Background: an optimization exercise with open tools, aiming at small area, a short achievable clock period and few clock cycles per item. Do not read the settings as production practice. The RTL was checked by simulation tests, not by an equivalence proof against the original design. Power and IR drop assume default switching activity.

--- flow/run.sh ---
#!/bin/bash
# synth_recipe.tcl (not shown) runs the flow's synth.tcl, then flattens the netlist and writes it again
# the make line also repeats each setting of config.mk as NAME=value (left out here)
make -C /OpenROAD-flow-scripts/flow DESIGN_CONFIG=/design/flow/config.mk WORK_HOME=/design/flow/orfs CLKGATE_MAP_FILE= SYNTH_SCRIPT=/design/flow/synth_recipe.tcl finish
--- flow/config.mk ---
export PLATFORM = sky130hd
export DESIGN_NAME = diff_drive_odometry_unit
export DESIGN_NICKNAME = diff_drive_odometry_unit
export VERILOG_FILES = /design/flow/design.v
export SDC_FILE = /design/flow/constraint.sdc
export NUM_CORES = 4
export LEC_CHECK = 0
export CAP_MARGIN = 20
export CORE_MARGIN = 2
export CORE_UTILIZATION = 40
export PLACE_DENSITY = 0.6
export SLEW_MARGIN = 20
--- flow/constraint.sdc ---
create_clock -name core_clock -period 11.0 [get_ports {clock}]
set_input_delay 2.2000 -clock core_clock [delete_from_list [all_inputs] [get_ports {clock}]]
set_output_delay 2.2000 -clock core_clock [all_outputs]
set_load 0.01 [all_outputs]
--- flow/design.v ---
`timescale 1ns / 1ps
package ddo_pkg;
   localparam int COUNT_BITS   = 24;
   localparam int SUM_BITS     = COUNT_BITS + 1;
   localparam int MPT_BITS     = 24;
   localparam int POS_BITS     = 32;
   localparam int HEADING_BITS = 7;
   localparam int CMD_BITS     = 2;
   localparam logic [MPT_BITS-1:0] MPT_RESET = MPT_BITS'(64281);
   localparam int DIST_BITS  = 40;    
   localparam int CHUNK_BITS = 8;     
   localparam int MSUM_BITS  = DIST_BITS + CHUNK_BITS;
   localparam logic ACTION_SAMPLE  = 1'b0;
   localparam logic ACTION_COMMAND = 1'b1;
   localparam logic [CMD_BITS-1:0] CMD_FORWARD = 2'd0;
   localparam logic [CMD_BITS-1:0] CMD_LEFT    = 2'd1;
   localparam logic [CMD_BITS-1:0] CMD_RIGHT   = 2'd2;
   localparam logic [CMD_BITS-1:0] CMD_STOP    = 2'd3;
   localparam logic [1:0] PEND_NONE = 2'd0;
   localparam logic [1:0] PEND_MOVE = 2'd1;
   localparam logic [1:0] PEND_TURN = 2'd2;
endpackage
`timescale 1ns / 1ps
import ddo_pkg::*;
module diff_drive_odometry_unit (
   input  logic                                    clock,
   input  logic                                    reset,
   input  logic                                    req_valid,
   output logic                                    req_ready,
   input  logic                                    req_action,
   input  logic [ddo_pkg::COUNT_BITS-1:0]          req_left_count,
   input  logic [ddo_pkg::COUNT_BITS-1:0]          req_right_count,
   input  logic [ddo_pkg::CMD_BITS-1:0]            req_command,
   output logic                                    rsp_valid,
   input  logic                                    rsp_ready,
   output logic signed [ddo_pkg::POS_BITS-1:0]     rsp_pos_x,
   output logic signed [ddo_pkg::POS_BITS-1:0]     rsp_pos_y,
   output logic        [ddo_pkg::HEADING_BITS-1:0] rsp_heading,
   output logic                                    rsp_updated,
   input  logic                                    csr_valid,
   output logic                                    csr_ready,
   input  logic [ddo_pkg::MPT_BITS-1:0]            csr_metres_per_tick
);
   localparam int DL_LEN = 8;             
   localparam int ENT    = 3 + HEADING_BITS;    
   localparam logic [3:0] MU_IDLE = 4'd0;
   localparam logic [3:0] MU_A0   = 4'd1;    
   localparam logic [3:0] MU_A1   = 4'd2;    
   localparam logic [3:0] MU_A2   = 4'd3;    
   localparam logic [3:0] MU_X0   = 4'd4;    
   localparam logic [3:0] MU_X1   = 4'd5;    
   localparam logic [3:0] MU_Y0   = 4'd6;    
   localparam logic [3:0] MU_Y1   = 4'd7;    
   localparam logic [3:0] MU_DONE = 4'd8;
   logic                      s0_v;
   logic                      s0_act;
   logic [CMD_BITS-1:0]       s0_cmd;
   logic [SUM_BITS-1:0]       s0_cur;
   logic [MPT_BITS-1:0]       mpt_ff;
   logic [CMD_BITS-1:0]       mode_ff;
   logic [1:0]                pend_ff;
   logic [SUM_BITS-1:0]       prev_ff;
   logic [HEADING_BITS-1:0]   arc_ff;
   logic [HEADING_BITS-1:0]   h_ff;
   logic [DL_LEN-1:0][ENT-1:0] dl_ff;
   logic [ENT-1:0]            skid_ff;
   logic                      out_v_ff;
   logic [HEADING_BITS-1:0]   out_h_ff;
   logic                      out_u_ff;
   logic signed [POS_BITS-1:0] x_ff;
   logic signed [POS_BITS-1:0] y_ff;
   logic [3:0]                mu_ph;
   logic [DIST_BITS-1:0]      mc_ff;      
   logic [CHUNK_BITS-1:0]     ch_ff;      
   logic [DIST_BITS-1:0]      acc_ff;
   logic [6:0]                sv_ff;      
   logic [POS_BITS:0]         sx_ff;      
   logic                      dneg_ff;
   logic [HEADING_BITS-1:0]   mh_ff;
   assign csr_ready   = 1'b1;
   assign rsp_valid   = out_v_ff;
   assign rsp_pos_x   = x_ff;
   assign rsp_pos_y   = y_ff;
   assign rsp_heading = out_h_ff;
   assign rsp_updated = out_u_ff;
   logic [ENT-1:0] last;
   logic           last_v, last_mv;
   logic           mu_done, mu_busy;
   logic           adv;         
   logic           s1_move;     
   logic           fire1;       
   logic           out_free;
   assign last     = dl_ff[DL_LEN-1];
   assign last_v   = last[ENT-1];
   assign last_mv  = last[ENT-2];
   assign mu_done  = (mu_ph == MU_DONE);
   assign mu_busy  = (mu_ph != MU_IDLE);
   assign adv      = !skid_ff[ENT-1] && !(last_v && last_mv && !mu_done);
   assign s1_move  = (s0_act == ACTION_SAMPLE) && (mode_ff == CMD_STOP) && (pend_ff == PEND_MOVE);
   assign fire1    = adv && s0_v && !(s1_move && mu_busy);
   assign req_ready = !s0_v || fire1;
   assign out_free = !out_v_ff || rsp_ready;
   logic [SUM_BITS-1:0]     d, nd, dabs;
   logic [7:0]              arc_t;
   logic [HEADING_BITS-1:0] arc_r;
   always_comb begin
      d     = s0_cur - prev_ff;
      nd    = prev_ff - s0_cur;
      dabs  = d[SUM_BITS-1] ? nd : d;
      arc_t = d[7:0] + {7'd0, d[SUM_BITS-1]};
      arc_r = arc_t[7:1];
   end
   logic                    ty_sel;
   logic [HEADING_BITS-1:0] t_idx;
   logic [5:0]              t_r, t_m;
   logic [15:0]             t_mag;
   always_comb begin
      ty_sel = (mu_ph == MU_X1) || (mu_ph == MU_Y0);
      t_idx  = ty_sel ? (mh_ff + 7'd32) : mh_ff;
      t_r    = {1'b0, t_idx[4:0]};
      t_m    = t_idx[5] ? (6'd32 - t_r) : t_r;
      case (t_m)
         6'd1:    t_mag = 16'd3216;
         6'd2:    t_mag = 16'd6424;
         6'd3:    t_mag = 16'd9616;
         6'd4:    t_mag = 16'd12785;
         6'd5:    t_mag = 16'd15924;
         6'd6:    t_mag = 16'd19024;
         6'd7:    t_mag = 16'd22078;
         6'd8:    t_mag = 16'd25080;
         6'd9:    t_mag = 16'd28020;
         6'd10:   t_mag = 16'd30893;
         6'd11:   t_mag = 16'd33692;
         6'd12:   t_mag = 16'd36410;
         6'd13:   t_mag = 16'd39040;
         6'd14:   t_mag = 16'd41576;
         6'd15:   t_mag = 16'd44011;
         6'd16:   t_mag = 16'd46341;
         6'd17:   t_mag = 16'd48559;
         6'd18:   t_mag = 16'd50660;
         6'd19:   t_mag = 16'd52639;
         6'd20:   t_mag = 16'd54491;
         6'd21:   t_mag = 16'd56212;
         6'd22:   t_mag = 16'd57798;
         6'd23:   t_mag = 16'd59244;
         6'd24:   t_mag = 16'd60547;
         6'd25:   t_mag = 16'd61705;
         6'd26:   t_mag = 16'd62714;
         6'd27:   t_mag = 16'd63572;
         6'd28:   t_mag = 16'd64277;
         6'd29:   t_mag = 16'd64827;
         6'd30:   t_mag = 16'd65221;
         6'd31:   t_mag = 16'd65457;
         default: t_mag = 16'd0;       
      endcase
   end
   logic [MSUM_BITS-1:0] msum;
   logic [DIST_BITS-1:0] mshift;
   logic                 spx, spy;      
   always_comb begin
      msum   = {{CHUNK_BITS{1'b0}}, acc_ff} + mc_ff * ch_ff;
      mshift = msum[MSUM_BITS-1:CHUNK_BITS];
      spx    = (mh_ff[5:0] == 6'd32);
      spy    = (mh_ff[5:0] == 6'd0);
   end
   function automatic logic signed [POS_BITS-1:0] sat_add(input logic signed [POS_BITS-1:0] p,
                                                          input logic [POS_BITS:0] st,
                                                          input logic neg);
      logic [POS_BITS+1:0] w, s;
      w = {{2{p[POS_BITS-1]}}, p};
      s = neg ? (w - {2'b00, st[POS_BITS-1:0]}) : (w + {2'b00, st[POS_BITS-1:0]});
      if (st[POS_BITS] || (s[POS_BITS+1:POS_BITS-1] != 3'b000 && s[POS_BITS+1:POS_BITS-1] != 3'b111))
         sat_add = neg ? {1'b1, {(POS_BITS-1){1'b0}}} : {1'b0, {(POS_BITS-1){1'b1}}};
      else
         sat_add = s[POS_BITS-1:0];
   endfunction
   logic              negx, negy;
   logic [POS_BITS:0] sy;
   assign negx = dneg_ff ^ mh_ff[6];
   assign negy = dneg_ff ^ mh_ff[6] ^ mh_ff[5];
   assign sy   = {(|acc_ff[DIST_BITS-1:POS_BITS]), acc_ff[POS_BITS-1:0]};
   logic [ENT-1:0] s1_ent;
   logic [ENT-1:0] take;        
   logic           take_v;
   logic           mu_launch;
   logic [HEADING_BITS-1:0] h_next;
   logic                    s1_turn;
   always_comb begin
      s1_turn = (s0_act == ACTION_SAMPLE) && (mode_ff == CMD_STOP) && (pend_ff == PEND_TURN);
      h_next  = (pend_ff == PEND_TURN) ? (h_ff + arc_ff) : h_ff;
      s1_ent  = {fire1, s1_move, s1_move || s1_turn, s1_turn ? (h_ff + arc_ff) : h_ff};
   end
   always_comb begin
      take   = skid_ff[ENT-1] ? skid_ff : last;
      take_v = skid_ff[ENT-1] || (adv && last_v);
   end
   always_ff @(posedge clock) begin
      if (reset) begin
         s0_v     <= 1'b0;
         mpt_ff   <= MPT_RESET;
         mode_ff  <= CMD_STOP;
         pend_ff  <= PEND_NONE;
         prev_ff  <= '0;
         arc_ff   <= '0;
         h_ff     <= '0;
         dl_ff    <= '0;
         skid_ff  <= '0;
         out_v_ff <= 1'b0;
         x_ff     <= '0;
         y_ff     <= '0;
         mu_ph    <= MU_IDLE;
      end else begin
         if (csr_valid) mpt_ff <= csr_metres_per_tick;
         if (req_ready) begin
            s0_v <= req_valid;
            if (req_valid) begin
               s0_act <= req_action;
               s0_cmd <= req_command;
               s0_cur <= {1'b0, req_left_count} + {1'b0, req_right_count};
            end
         end
         if (adv) begin
            if (fire1) begin
               if (s0_act == ACTION_COMMAND) begin
                  mode_ff <= s0_cmd;
               end else begin
                  unique case (mode_ff)
                     CMD_RIGHT: begin
                        arc_ff  <= arc_r;
                        pend_ff <= PEND_TURN;
                     end
                     CMD_LEFT: begin
                        arc_ff  <= 7'd0 - arc_r;
                        pend_ff <= PEND_TURN;
                     end
                     CMD_FORWARD: begin
                        pend_ff <= PEND_MOVE;
                     end
                     default: begin
                        if (pend_ff != PEND_NONE) begin
                           pend_ff <= PEND_NONE;
                           prev_ff <= s0_cur;
                           h_ff    <= h_next;
                        end
                     end
                  endcase
               end
            end
            dl_ff <= {dl_ff[DL_LEN-2:0], s1_ent};
         end
         if (out_free) begin
            out_v_ff <= take_v;
            if (take_v) begin
               out_h_ff <= take[HEADING_BITS-1:0];
               out_u_ff <= take[ENT-3];
               if (take[ENT-2]) begin
                  x_ff <= sat_add(x_ff, sx_ff, negx);
                  y_ff <= sat_add(y_ff, sy, negy);
               end
            end
            skid_ff <= '0;
         end else if (adv && last_v) begin
            skid_ff <= last;
         end
         unique case (mu_ph)
            MU_IDLE: if (fire1 && s1_move) mu_ph <= MU_A0;
            MU_A0:   mu_ph <= MU_A1;
            MU_A1:   mu_ph <= MU_A2;
            MU_A2:   mu_ph <= MU_X0;
            MU_X0:   mu_ph <= MU_X1;
            MU_X1:   mu_ph <= MU_Y0;
            MU_Y0:   mu_ph <= MU_Y1;
            MU_Y1:   mu_ph <= MU_DONE;
            MU_DONE: if (out_free && take_v && take[ENT-2]) mu_ph <= MU_IDLE;
            default: mu_ph <= MU_IDLE;
         endcase
      end
   end
   assign mu_launch = (mu_ph == MU_IDLE) && fire1 && s1_move;
   always_ff @(posedge clock) begin
      if (mu_launch) begin
         mc_ff   <= DIST_BITS'(dabs);
         acc_ff  <= '0;
         ch_ff   <= mpt_ff[7:0];
         dneg_ff <= d[SUM_BITS-1];
         mh_ff   <= h_ff;
      end
      unique case (mu_ph)
         MU_A0: begin
            acc_ff <= mshift;
            ch_ff  <= mpt_ff[15:8];
         end
         MU_A1: begin
            acc_ff <= mshift;
            sv_ff  <= msum[7:1];
            ch_ff  <= mpt_ff[23:16];
         end
         MU_A2: begin
            mc_ff  <= {msum[32:0], sv_ff};
            acc_ff <= DIST_BITS'(32768);
            ch_ff  <= t_mag[7:0];
         end
         MU_X0: begin
            acc_ff <= mshift;
            ch_ff  <= t_mag[15:8];
         end
         MU_X1: begin
            sx_ff  <= spx ? {(|mc_ff[DIST_BITS-1:POS_BITS]), mc_ff[POS_BITS-1:0]}
                          : {(|mshift[DIST_BITS-1:POS_BITS]), mshift[POS_BITS-1:0]};
            acc_ff <= DIST_BITS'(32768);
            ch_ff  <= t_mag[7:0];
         end
         MU_Y0: begin
            acc_ff <= mshift;
            ch_ff  <= t_mag[15:8];
         end
         MU_Y1: begin
            acc_ff <= spy ? mc_ff : mshift;
         end
         default: ;
      endcase
   end
endmodule
==> notes.md <==
## worst register-to-register path, delay by kind of cell (launching register included)
family                     cells  cell delay, ns
DFF                            1            0.32
xor gates and xnor gates       1            0.19
and+or+nand+nor                3            0.45
buffers and inverters          4            0.60
AOI/OAI and AO/OA              8            2.60
adders and majority gates      5            2.33
## state kept, by name, summed over array words and instances (netlist names), 8 cells and up
signal / count
dl_ff: 80
acc_ff: 40
mc_ff: 40
sx_ff: 33
x_ff: 32
y_ff: 32
prev_ff: 25
s0_cur: 25
mpt_ff: 24
skid_ff: 10
ch_ff: 8
## per-stage QoR
step	power, mW	hold WS [ns]	utilization [%]	std cells	setup WS [ns]
3_5_place_dp	1.89	0.444	43.0	5356	4.34
3_3_place_gp	1.89	0.438	43.0	5355	4.40
4_1_cts	3.58	0.450	44.9	5447	4.33
2_1_floorplan	1.79	0.432	-	4230	5.31
6_report	3.54	0.446	44.9	5448	4.26
5_1_grt	3.67	0.465	44.9	5447	3.93
## report_power, final
part	internal (mW)	total, mW	switching [mW]
combinational	0.121	0.289	0.168
clock	0.995	1.68	0.681
sequential	1.56	1.57	0.0114
## cells in the mapped netlist (all sizes together), types with 45 or more instances
cell type / number / area, um2
a21o: 99 / 743
a21oi: 387 / 1940
a221o: 54 / 541
and2: 228 / 1430
clkbuf: 219 / 830
dfxtp: 227 / 4540
edfxtp: 172 / 5160
fa: 274 / 5490
ha: 232 / 2900
inv: 425 / 1600
mux2i: 54 / 553
nand2: 533 / 2000
nand2b: 45 / 282
nand3: 65 / 325
nor2: 232 / 887
nor3: 54 / 270
o21ai: 208 / 1040
xnor2: 152 / 1330
xor2: 77 / 674
## cell type report
class	instances	share of cell area, %
Multi-Input combinational cell	3161	59.7
Sequential cell	399	24.0
Timing Repair Buffer	194	4.56
Inverter	426	3.96
Tap cell	1176	3.64
Clock buffer	67	3.48
Clock inverter	24	0.675
Antenna cell	1	0.00619
## cell families (layout without fill, tap and decap cells)
group	count (synthesis)	after routing
adder cells (fa/ha/maj)	506	506
AND/OR/NAND/NOR	1305	1305
other	1	2
AO/OA/AOI/OAI	1053	1053
flip-flops	399	399
XOR/XNOR	229	229
buffers and inverters	670	711
multiplexers	67	67
## routing by layer
layer | global-route usage (%) | wire [um] | share of wire, % | vias up
li1 | - | - | - | 14400
met1 | 30.9 | 47700 | 46 | 14500
met2 | 36.5 | 47900 | 46 | 844
met3 | 2.96 | 5820 | 5.6 | 146
met4 | 6.79 | 3150 | 3.0 | 0
met5 | 0 | 0 | 0 | -
## path summary, 6_finish.rpt
path / end / slack (ns) / cells past startpoint
worst max-delay path: sx_ff[32]$_DFFE_PP_ / 4.26 / 21
worst min-delay path: dl_ff[26]$_SDFFE_PP0P_ / 0.45 / 2
worst max register to register: sx_ff[32]$_DFFE_PP_ / 4.26 / 21
worst min register to register: dl_ff[26]$_SDFFE_PP0P_ / 0.45 / 2
==> notes.md <==
### Finish
* leading cell type in the layout, fill and taps excluded: sky130_fd_sc_hd__nand2_1
* leading cell types in the layout, fill and taps excluded: 531 x sky130_fd_sc_hd__nand2_1, 425 x sky130_fd_sc_hd__inv_1, 387 x sky130_fd_sc_hd__a21oi_1
* count of nets after finishing: 4817
* share of cells above drive strength 1: 4.28%
* number of inserted filler cells in the final layout: 8967
* register area: 0.00971 mm2
* area taken by multi-input logic gates: 0.0241 mm2
* post-layout instance area: 0.0404 mm2
* area grow syn2layout: 11.3%

### Critical path
* arrival time worst endpoint: 7.09 ns
* worst setup path startpoint: ch_ff[0]$_DFFE_PP_
* classification of the worst setup path: reg2reg
* ordered list of cells on the worst path: buf_4 > nand2_1 > fa_1 > inv_1 > fa_1 > inv_1 > fa_1 > fa_1 > inv_1 > ha_1 > o21ai_0 > o21ai_0 > a31oi_1 > o31a_1 > o31ai_1 > a31o_2 > nand3_1 > o21ai_0 > xnor2_1 > nand4b_1 > o41a_1
* CP bufs+invs: 4
* element type at the critical path start: flop
* endpoint kind of the worst setup timing path: flop
* Top delay family on crit path: compound AO/OA/AOI/OAI gates
* most used cell, CP: sky130_fd_sc_hd__fa_1
* FF-to-FF Start: ch_ff[0]$_DFFE_PP_
* cell type of the slowest stage on the worst timing path: sky130_fd_sc_hd__o31ai_1
* slowest stage delay, CP: 0.63 ns
* Critical Path Fanout Max: 40
* Req. time, crit path: 11.35 ns

### STA
* share of the clock period used by the worst path: 61.2%
* final critical delay including setup and external delays: 6.74 ns
* Worst Skew: 0.0379 ns
* final setup violating endpoints: 0
* slew at the pin closest to its max-slew limit: 1.03 ns
* count of final max-slew check failures: 0
* fmax: 0.148 GHz
* Hold Vio Cnt, Final: 0
* Setup Total Neg Slack: 0 ns
* RSZ-0062 raised after global routing: no
* normalized max-slew margin: 31.3%

### Drt
* Post-DRT Antenna Nets: 0
* vias per cell: 5.49
* drt initial violations: 2255
* Total Routed Length: 105000 um
* number of optimization iterations in the first detailed-route pass: 5
* Post-route DRC: 0
* Vias: 29900
* Routed wire per std cell: 19.2 um

### Global routing
* antenna violations before repair: 3
* overall overflow remaining after global route: 0
* global-route wire length before repair: 167000 um
* vias in the first global route: 29600
* largest net degree at the start of global routing: 85
* global-route usage over all layers: 22.4%

### Clock network
* Inserted Clock Buffers: 49
* CTS Hold Buffers Added: 0
* maximum count of clock buffers along a single path: 3
* number of H-tree branching levels: 2
* setup bufs post-CTS: 0
* master cell of the clock root buffer: sky130_fd_sc_hd__clkbuf_16
* CTS tree: done
* clk sinks: 399
* clock input transition at the sequential cells of the worst setup and hold paths: 0.06 ns
* post-cts sizing count: 0
* clock insertion delay at the later pin of the skew report: 0.61 ns

### Yosys
* YS warnings: 1
* FF+latch count, synth: 399
* arithmetic-cell share of the synthesized area counting full adders, half adders and majority gates: 23.1%
* count of flip-flops with a built-in enable after synthesis: 172
* post-synthesis cell type count: 92
* FFs w/ async S/R, synth: 0%
* share of synthesized area spent on multiplexers: 1.94%
* dominant combinational cell family by area after synthesis: adder cells
* Synth Area in XOR/XNOR: 5.52%
* Cells after Synth: 4230
* fraction of the mapped netlist area in compound gates: 18.5%
* simple-gate share of the synthesized area: 17.1%
* number of nets produced by synthesis: 4816
* fraction of the yosys area taken by sequential cells: 26.7%
* Top FF cell, synth: sky130_fd_sc_hd__dfxtp_1
* synthesized cell area: 0.0363 mm2
* average cell area after synthesis: 8.58 um2

### Die
* Top-Level Pins: 155
* Die ar.: 0.0932 mm2
* Floorplan Core Area: 0.0900 mm2
* die boundary height: 305 um
* number of core rows: 110
* die width: 305 um
* effective utilization at floorplan: 40.3%

### Power
* leakage power total: 17.1 nW
* Peak supply drop: 0.000105 V
* power density cells: 87.6 mW/mm2

### Min path
* Hold Crit Class: reg2reg
* start point of the worst hold path: dl_ff[16]$_SDFFE_PP0P_

### Place
* DPL Wire Length: 78700 um
* final weighted congestion in routability-driven placement: 0.951
* area of placed instances: 0.0387 mm2
* I/O Buffers: 153

### Run
* MaxCap Viol Count: 0

### Outcome
* status: complete, no violations

Testbench counts, summed over its fixed seeds: cycles 17,943, items 16,013.

-- port drivers added, routing unchanged --
The flow's constraints put no driver on any port. The routed layout listed below was extracted and timed again, unchanged, in two steps. Step 1, drivers: a clkbuf_16 drives clock and a buf_2 each remaining input, both assumed. Step 2 times the ports against the registers' clock, not the clock port: input delays grow and output delays shrink by t, the midpoint of the rising clock arrivals with the driver on. a / b / c = ideal ports / drivers / drivers and shift; a / b = the first two.
t, ns: 0.660
setup WS [ns]: 4.263 / 4.263 / 4.263
worst setup path at the end: register to register
clock arrival spread, ns: 0.039 / 0.038
After both steps this run still meets setup and hold. For this run, drivers alone change the setup slack by 0.000 ns; drivers and shift together by 0.000 ns.
